Background: an optimization exercise with open tools, aiming at small area. Do not read the settings as production practice.
The RTL was checked by simulation tests, not by an equivalence proof against the original design.
Power and IR drop assume default switching activity.

==> flow/design.v <==
package regfile_pkg;
  localparam int DATA_W_DEF = 32;
  localparam int DEPTH_DEF  = 32;
  localparam int NUM_RD_DEF = 2;
  localparam int NUM_WR_DEF = 2;
  function automatic logic addr_valid(input int unsigned addr, input int unsigned depth,
                                      input logic zero_reg);
    addr_valid = (addr < depth) && !(zero_reg && (addr == 0));
  endfunction
endpackage
module regfile_fwd
#(
  parameter int DATA_W   = regfile_pkg::DATA_W_DEF,
  parameter int DEPTH    = regfile_pkg::DEPTH_DEF,
  parameter int ADDR_W   = 5,
  parameter int NUM_WR   = regfile_pkg::NUM_WR_DEF,
  parameter int ZERO_REG = 1
) (
  input  logic [ADDR_W-1:0]        i_rd_addr,
  input  logic [NUM_WR-1:0]        i_wr_en,
  input  logic [NUM_WR*ADDR_W-1:0] i_wr_addr,
  input  logic [NUM_WR*DATA_W-1:0] i_wr_data,
  input  logic [DATA_W-1:0]        i_stored,
  output logic [DATA_W-1:0]        o_rd_next
);
  logic w_rd_valid;
  assign w_rd_valid = regfile_pkg::addr_valid(32'(i_rd_addr), DEPTH, ZERO_REG != 0);
  always_comb begin
    o_rd_next = i_stored;
    for (int j = 0; j < NUM_WR; j++) begin
      if (i_wr_en[j] &&
          regfile_pkg::addr_valid(32'(i_wr_addr[j*ADDR_W +: ADDR_W]), DEPTH, ZERO_REG != 0) &&
          (i_wr_addr[j*ADDR_W +: ADDR_W] == i_rd_addr)) begin
        o_rd_next = i_wr_data[j*DATA_W +: DATA_W];
      end
    end
    if (!w_rd_valid) begin
      o_rd_next = '0;
    end
  end
endmodule
module regfile_mp
#(
  parameter int DATA_W   = regfile_pkg::DATA_W_DEF,
  parameter int DEPTH    = regfile_pkg::DEPTH_DEF,
  parameter int ADDR_W   = (DEPTH > 1) ? $clog2(DEPTH) : 1,
  parameter int NUM_RD   = regfile_pkg::NUM_RD_DEF,
  parameter int NUM_WR   = regfile_pkg::NUM_WR_DEF,
  parameter int ZERO_REG = 1
) (
  input  logic                     clk,
  input  logic                     reset,
  input  logic [NUM_WR-1:0]        reg_write,
  input  logic [NUM_WR*ADDR_W-1:0] w_addr,
  input  logic [NUM_WR*DATA_W-1:0] w_data,
  input  logic [NUM_RD-1:0]        r_en,
  input  logic [NUM_RD*ADDR_W-1:0] r_addr,
  output logic [NUM_RD*DATA_W-1:0] r_data
);
  logic [DATA_W-1:0] r_mem [DEPTH];
  logic [DEPTH-1:0]  w_we;
  logic [DATA_W-1:0] w_wdata [DEPTH];
  always_comb begin
    for (int unsigned k = 0; k < DEPTH; k++) begin
      w_we[k]    = 1'b0;
      w_wdata[k] = '0;
      for (int j = 0; j < NUM_WR; j++) begin
        if (reg_write[j] &&
            regfile_pkg::addr_valid(32'(w_addr[j*ADDR_W +: ADDR_W]), DEPTH, ZERO_REG != 0) &&
            (w_addr[j*ADDR_W +: ADDR_W] == ADDR_W'(k))) begin
          w_we[k]    = 1'b1;
          w_wdata[k] = w_data[j*DATA_W +: DATA_W];
        end
      end
    end
  end
  always_ff @(posedge clk or posedge reset) begin
    if (reset) begin
      for (int k = 0; k < DEPTH; k++) begin
        r_mem[k] <= '0;
      end
    end else begin
      for (int k = 0; k < DEPTH; k++) begin
        if (w_we[k]) begin
          r_mem[k] <= w_wdata[k];
        end
      end
    end
  end
  for (genvar gi = 0; gi < NUM_RD; gi++) begin : g_rd
    logic [ADDR_W-1:0] w_raddr;
    logic [DATA_W-1:0] w_stored;
    logic [DATA_W-1:0] w_next;
    logic [DATA_W-1:0] r_rd;
    assign w_raddr  = r_addr[gi*ADDR_W +: ADDR_W];
    assign w_stored = (32'(w_raddr) < DEPTH) ? r_mem[w_raddr] : '0;
    regfile_fwd #(
      .DATA_W  (DATA_W),
      .DEPTH   (DEPTH),
      .ADDR_W  (ADDR_W),
      .NUM_WR  (NUM_WR),
      .ZERO_REG(ZERO_REG)
    ) u_fwd (
      .i_rd_addr(w_raddr),
      .i_wr_en  (reg_write),
      .i_wr_addr(w_addr),
      .i_wr_data(w_data),
      .i_stored (w_stored),
      .o_rd_next(w_next)
    );
    always_ff @(posedge clk or posedge reset) begin
      if (reset) begin
        r_rd <= '0;
      end else if (r_en[gi]) begin
        r_rd <= w_next;
      end
    end
    assign r_data[gi*DATA_W +: DATA_W] = r_rd;
  end
endmodule
==> flow/run.sh <==
#!/bin/bash
# synth_recipe.tcl (not shown) runs the flow's synth.tcl, then flattens the netlist and writes it again
# the make line also repeats each setting of config.mk as NAME=value (left out here)
make -C /OpenROAD-flow-scripts/flow DESIGN_CONFIG=/design/flow/config.mk WORK_HOME=/design/flow/orfs CLKGATE_MAP_FILE= SYNTH_SCRIPT=/design/flow/synth_recipe.tcl finish
==> flow/config.mk <==
export PLATFORM = sky130hd
export DESIGN_NAME = regfile_mp
export DESIGN_NICKNAME = regfile_mp
export VERILOG_FILES = /design/flow/design.v
export SDC_FILE = /design/flow/constraint.sdc
export NUM_CORES = 4
export LEC_CHECK = 0
export CAP_MARGIN = 20
export CORE_MARGIN = 2
export CORE_UTILIZATION = 30
export PLACE_DENSITY = 0.45
export SLEW_MARGIN = 20
==> flow/constraint.sdc <==
create_clock -name core_clock -period 4.5 [get_ports {clk}]
set_input_delay 0.9000 -clock core_clock [delete_from_list [all_inputs] [get_ports {clk}]]
set_output_delay 0.9000 -clock core_clock [all_outputs]
set_load 0.01 [all_outputs]
==> notes.md <==
[sequential cells by signal, summed over array words and instances (netlist names)]
name and cells:
r_mem 992, g_rd.r_rd 64
[power by group through the flow]
stage	clock network, mW	registers [mW]	logic, mW
floorplan	0	13.7	3.89
global placement	0	15.8	6.01
detailed placement	0	15.7	6.16
CTS	11.8	15.6	6.17
global route	12.2	15.8	6.79
finish	11.8	15.9	6.33
[placed cells by master (no fill, tap or decap), drive strengths merged, types with 17 or more instances in the layout]
cell type / count
or4: 38
dfrtp: 1056
a32oi: 58
nor2b: 26
and3: 239
a221o: 46
a22oi: 528
diode: 30
a221oi: 17
nand2: 535
nor4: 39
nor3: 30
nand4: 187
and2: 22
clkbuf: 199
xnor2: 17
clkinv: 28
o21ai: 419
nand3: 426
a22o: 22
a2111oi: 79
buf: 539
inv: 29
o21a: 22
clkdlybuf4s50: 139
a21oi: 673
mux2i: 1011
nor2: 746
[how the worst max path moves through the flow]
| stage | end | slack [ns] | depth (start not counted) |
|---|---|---|---|
| 5_1_grt | g_rd[0].r_rd[14] | 0.83 | 10 |
| 3_3_place_gp | g_rd[1].r_rd[3] | 0.05 | 8 |
| 3_5_place_dp | g_rd[1].r_rd[3] | 0.07 | 8 |
| 6_report | g_rd[1].r_rd[3] | 0.74 | 8 |
| 2_1_floorplan | g_rd[0].r_rd[0] | -10.96 | 1 |
| 4_1_cts | g_rd[1].r_rd[3] | 0.95 | 8 |
[final cells by class]
cell class                      instances  area [sq um]
Antenna cell                           30          75.1
Clock buffer                          199          4070
Clock inverter                         50           613
Fill cell                           21500        135000
Inverter                               23          90.1
Multi-Input combinational cell       5372         35000
Sequential cell                      1056         26400
Tap cell                             2821          3530
Timing Repair Buffer                  678          6850
[layer usage]
layer | wire length [um] | global-route usage (%) | vias to the layer above | part of all wire [%]
met5 | 379 | 0 | - | 0.078
met4 | 37900 | 27.6 | 38 | 7.8
li1 | - | - | 26800 | -
met3 | 60000 | 14.6 | 1828 | 12
met2 | 196000 | 60.7 | 6222 | 41
met1 | 190000 | 56.6 | 35400 | 39
[logic make-up (layout without fill, tap and decap cells)]
family                    count (synthesis)  count (layout)  share of synthesized area (%)
xor gates and xnor gates                 20              20                          0.274
and+or+nand+nor                        2367            2367                           17.5
muxes                                  1026            1026                           16.1
DFF                                    1056            1056                           41.3
AOI/OAI and AO/OA                      1959            1959                           19.4
other                                     0              30                              0
buffers and inverters                   906             950                           5.52
[stage by stage]
stage	setup WS, ns	instance area [sq um]
2_1_floorplan	-10.96	64000
3_3_place_gp	0.0482	71800
3_5_place_dp	0.0729	71800
4_1_cts	0.949	76500
5_1_grt	0.825	76600
6_report	0.736	76600
[worst max-delay path, delay by kind of cell]
kind / cells / cell delay, ns
buffers and inverters: 2 / 0.82
AND/OR/NAND/NOR: 4 / 1.68
AO/OA/AOI/OAI: 2 / 1.02
==> notes.md <==
final worst-path cycle share=83.6%; I/O Buffers=153; # IOs=154; hold path cells=1; minimum clock period after layout=3.76 ns; global-route wire length before repair=631 mm; P_sw=around 13 mW; max cap viols=0; Max Freq=0.266 GHz; Min-Delay Startpoint=g_rd[0].r_rd[27]; Post-synth EDFFs=0; Slowest cell on crit path=a221oi_1; RR Endpoint=g_rd[0].r_rd[15]; Flop pwr share=between 40% and 50%; Post-synth top cells=dfrtp_1, mux2i_1, nor2_1; Final setup viols=0; Hold Path End=g_rd[0].r_rd[27]; Area Growth Syn to Fin=19.7%; Post-Synthesis Cells=approximately 7300; depth of the most critical reg-to-reg path=5; top_reg_cell synth=dfrtp_1; Starting Density=30.2%; clock-pin slew on the worst setup and hold paths=approximately 0.06 ns; Root Buffer=clkbuf_16; Post-CTS Resized=0; Mapped Nets=roughly 7400; cell total after placement=roughly 9900; Post-CTS Hold Buffers=0; Worst Path Required=~5.2 ns; Clock Latency Late Sink=between 0.8 and 0.9 ns; post-synth top area share=between 40 and 50%; switching share of power=between 30% and 40%; synth top area cells=dfrtp_1, mux2i_1, a22oi_1; clock tree buffer depth=3; relative slew slack=about an eighth; YS warnings=4; vias in the first global route=63700; VDD IR max=0.462 mV; R2R setup slack=1.79 ns; Worst EP arrival=roughly 4.5 ns; unrepaired setup endpoints after global routing=no; Max Slew Vio Count=0; Pleak=around 33 nW; crit path capture type=flop; initial drt markers=12900; Synth cell types=67; CP Launch Point=r_addr[6]; Synth area leader=dfrtp_1; core box area=roughly 210000 sq um; worst-path maximum fanout=15; H-tree depth=4; post-DR wirelength/cell=47.4 um; Clk pwr share=34.7%; total iterations of the first detailed-routing run=10; Hold Path Class=reg -> reg; largest net degree at the start of global routing=90; Avg Inst Size Synth=8.73 sq um; all-layer global routing usage=between 40% and 50%; internal power component=between 20 and 25 mW; total chip power=~34 mW; Die W=466 um; final core occ=a little over a third; CTS buffer count=140; P per Cell Area=about 440 nW/um^2; post-route antenna net violation count=0; Die Area=approximately 220000 sq um; clock tree from TritonCTS=built; Setup crit start kind=primary input; Cell Chain, Critical Path=buf_2, or2_2, nor2_4, buf_12, a221oi_1, nand3_1, or4_1, a221o_1; Worst Skew=0.0352 ns; initial antenna violation count=50; total clock sinks=about 1100; share of flip-flops with an asynchronous set or reset=100%; worst slew pin tran=around 1.3 ns; total gr overflow=0; fin nets=7361; final WL=slightly below 500 mm; total number of vias=between 70000 and 80000; most common cell in the netlist=dfrtp_1; post-route insts no fill=~10000; R2R Path Start=r_mem[14][15]; Final Hold Slack=between 0.5 and 0.6 ns; CP Class=in -> reg; Yosys reg bits=between 1000 and 1500; Cell Area, Synth=64000 sq um; sequential area share after synthesis=41.3%; Via density=a little under 7; Comb pwr share=a little under a fifth; DPL Wire Length=313 mm; Core Rows=between 150 and 200; Placer Congestion=around 1.0; die height=466 um; Hold Fails Final Rpt=0; status=no timing/DRC/antenna violations; # DRC=0; setup TNS=0 ns; CP peak stage delay=just under 0.7 ns; setup bufs post-CTS=0; layout cells sized above 1=approximately an eighth

==> what the ideal ports hide <==
Ports are ideal in the flow. The routed layout listed here was re-timed in OpenROAD. Step 1: set_driving_cell puts a clkbuf_16 on clk and a buf_2 on each other input, an assumption about the parent block. Step 2 also shifts input and output timing later by t, the mid clock arrival at the registers, as if the neighbouring blocks saw the same clock. Three values: no drivers, after step 1, after step 2; two values: the first two.
t (ns): 0.927
setup slack, ns: 0.736 / 0.812 / -0.115
worst hold slack (ns): 0.572 / 0.522 / 0.572
latest minus earliest clock arrival (ns): 0.041 / 0.041
pins driven straight from the clock port: 1
Met with ideal ports but missed after step 2: setup timing in this run. For this run, drivers alone change the setup slack by +0.076 ns; drivers and shift together by -0.851 ns.
